Source: an optimization exercise on an open RTL-to-GDS flow (aim: small area, a short achievable clock period and few clock cycles). Production flows keep margins and buffers that such runs may drop.
In this exercise RTL edits were held to simulation tests only and were not proved equivalent to the original.
Power figures rest on the tool's default switching activity, not on a simulated workload.

## sw_align_top
module sw_align_top #(
    parameter int   NUM_CELLS = sw_seq_pkg::NUM_CELLS_DEF,
    parameter int   SCORE_W   = sw_seq_pkg::SCORE_W_DEF,
    localparam int  CNT_W     = $clog2(NUM_CELLS + 1),   
    localparam int  IDX_W     = (NUM_CELLS > 1) ? $clog2(NUM_CELLS) : 1,
    localparam int  H_W       = SCORE_W - 1
) (
    input  logic                      clk,
    input  logic                      rst,
    input  logic                      start,
    input  logic        [CNT_W-1:0]   query_len,
    input  logic                      query_wr,
    input  logic        [1:0]         query_base,
    input  logic                      target_valid,
    input  logic        [1:0]         target_base,
    input  logic                      target_last,
    input  logic signed [SCORE_W-1:0] match_score,
    input  logic signed [SCORE_W-1:0] mismatch_score,
    input  logic signed [SCORE_W-1:0] gap_open,
    output logic                      busy,
    output logic                      done,
    output logic signed [SCORE_W-1:0] best_score,
    output logic        [IDX_W-1:0]   best_query_idx
);
    logic run, clr, drain_load, drain_dec, drain_zero;
    logic [CNT_W-1:0] len_q;
    sw_seq_pkg::base_t [NUM_CELLS-1:0] bases;
    logic [NUM_CELLS-1:0] head;
    logic signed [SCORE_W-1:0] match_q, mismatch_q, gap_q;
    always_ff @(posedge clk) begin
  ...
Size in the first run: about 4700 cells after synthesis, ~600 flip-flops, roughly 61 I/O pins, roughly 44000 um2 of cells after synthesis.
clock: 10.0 ns
lec_check: 0
cap_margin: 20
core_margin: 2
core_utilization: 60
setup_slack_margin: 5
slew_margin: 20
run.sh (not shown) runs the stock make flow with config.mk's settings and CLKGATE_MAP_FILE= SYNTH_SCRIPT=/design/flow/synth_recipe.tcl, a recipe that flattens the netlist after the stock synthesis.
The first run ran to the end with no violations.
Testbench counts at the start, summed over its fixed seeds: cycles 23,229.
Change:
Settings changed: CORE_UTILIZATION 60 to 40.
Total power decreases by 3.9%.
Via count decreases by 0.68%.
Worst setup slack improves by 0.027 ns.
Cell count rises by 7.8%.

========
Another version of the RTL of sw_align_top (not shown whole).
Size: about 4200 cells after synthesis, about 600 flip-flops, roughly 61 I/O pins, about 42000 um^2 of cells after synthesis.
clock: 10.0 ns
lec_check: 0
cap_margin: 20
core_margin: 2
core_utilization: 40
cts_buf_list: sky130_fd_sc_hd__clkbuf_16
cts_cluster_diameter: 100
cts_cluster_size: 28
setup_slack_margin: 5
slew_margin: 20
The baseline passed the timing, DRC and antenna checks.
Testbench counts at the start, summed over its fixed seeds: cycles 23,229.
Change:
- CTS_BUF_LIST: sky130_fd_sc_hd__clkbuf_16 -> default
- CTS_CLUSTER_DIAMETER: 100 -> default
- CTS_CLUSTER_SIZE: 28 -> default
=> Global-route usage climbs by 0.32 points. Via count increases by 0.86%. Design area climbs by 2.6%. Register-to-register slack stays flat. Cell count went up by 1.2%. Total power rises by 16%. Clock-buffer cell count climbs by 57. Sequential cell count does not change. Hold slack loses 0.014 ns. First-iteration DRC count shrinks by 0.59%.

========
sw_align_top, a different RTL version from the one above (not shown whole).
For scale: ~4,000 cells after synthesis, ~38,000 µm² of cells after synthesis.
Settings: LEC_CHECK=0, CAP_MARGIN=10, CORE_MARGIN=2, CORE_UTILIZATION=40, CTS_BUF_LIST=sky130_fd_sc_hd__clkbuf_16, CTS_CLUSTER_DIAMETER=90, CTS_CLUSTER_SIZE=24, SETUP_SLACK_MARGIN=5, SLEW_MARGIN=10; clock period 10.0 ns.
Testbench counts at the start, summed over its fixed seeds: cycles 23,229.
Next try:
Settings changed: CAP_MARGIN 10 to 20, CTS_CLUSTER_DIAMETER 90 to 80, CTS_CLUSTER_SIZE 24 to 20, SLEW_MARGIN 10 to 20.
Sequential share of layout area decreases by 0.18 points; power increases by about 3.5%; worst hold slack is about the same; die area does not change; utilization increases by 0.36 points.
Next try:
Settings changed: CAP_MARGIN 20 to 10, CTS_CLUSTER_DIAMETER 80 to 90, CTS_CLUSTER_SIZE 20 to 24, PLACE_DENSITY set to 0.8, SLEW_MARGIN 20 to 10.
First-iteration DRC count rises by 26%; global-route usage fell by 1.3 points; count of clock-buffer cells in the layout falls by 12; design area came out lower by 1.4%; via count rises by 3.1%.

[afterwards: timing with drivers on the ports]
In the flow no input, the clock included, has a driving cell. The finished layouts below were timed again as built, in two steps.
Step 1: set_driving_cell puts a clkbuf_16 on clk and a buf_2 on each other input, an assumption about the parent block.
Step 2 times the ports against the registers' clock, not the clock port: input delays grow and output delays shrink by t, the midpoint of the rising clock arrivals with the driver on.
a / b / c = no drivers / after step 1 / after step 2; a / b = the first two.
run | t (ns) | setup WS [ns] | latest minus earliest clock arrival (ns)
the first run of note 1 | 0.684 | 4.947 / 4.876 / 5.308 | 0.034 / 0.033
the second run of note 1 | 0.701 | 4.974 / 4.909 / 5.242 | 0.031 / 0.031
the first run of note 2 | 0.673 | 5.075 / 4.999 / 5.170 | 0.035 / 0.035
the second run of note 2 | 0.706 | 5.105 / 5.031 / 5.171 | 0.033 / 0.033
the first run of note 3 | 0.709 | 5.099 / 5.034 / 5.132 | 0.051 / 0.051
the second run of note 3 | 0.669 | 5.116 / 5.048 / 5.139 | 0.033 / 0.033
the third run of note 3 | 0.689 | 4.908 / 4.908 / 4.908 | 0.045 / 0.045
After both steps setup and hold are still met in every run listed.
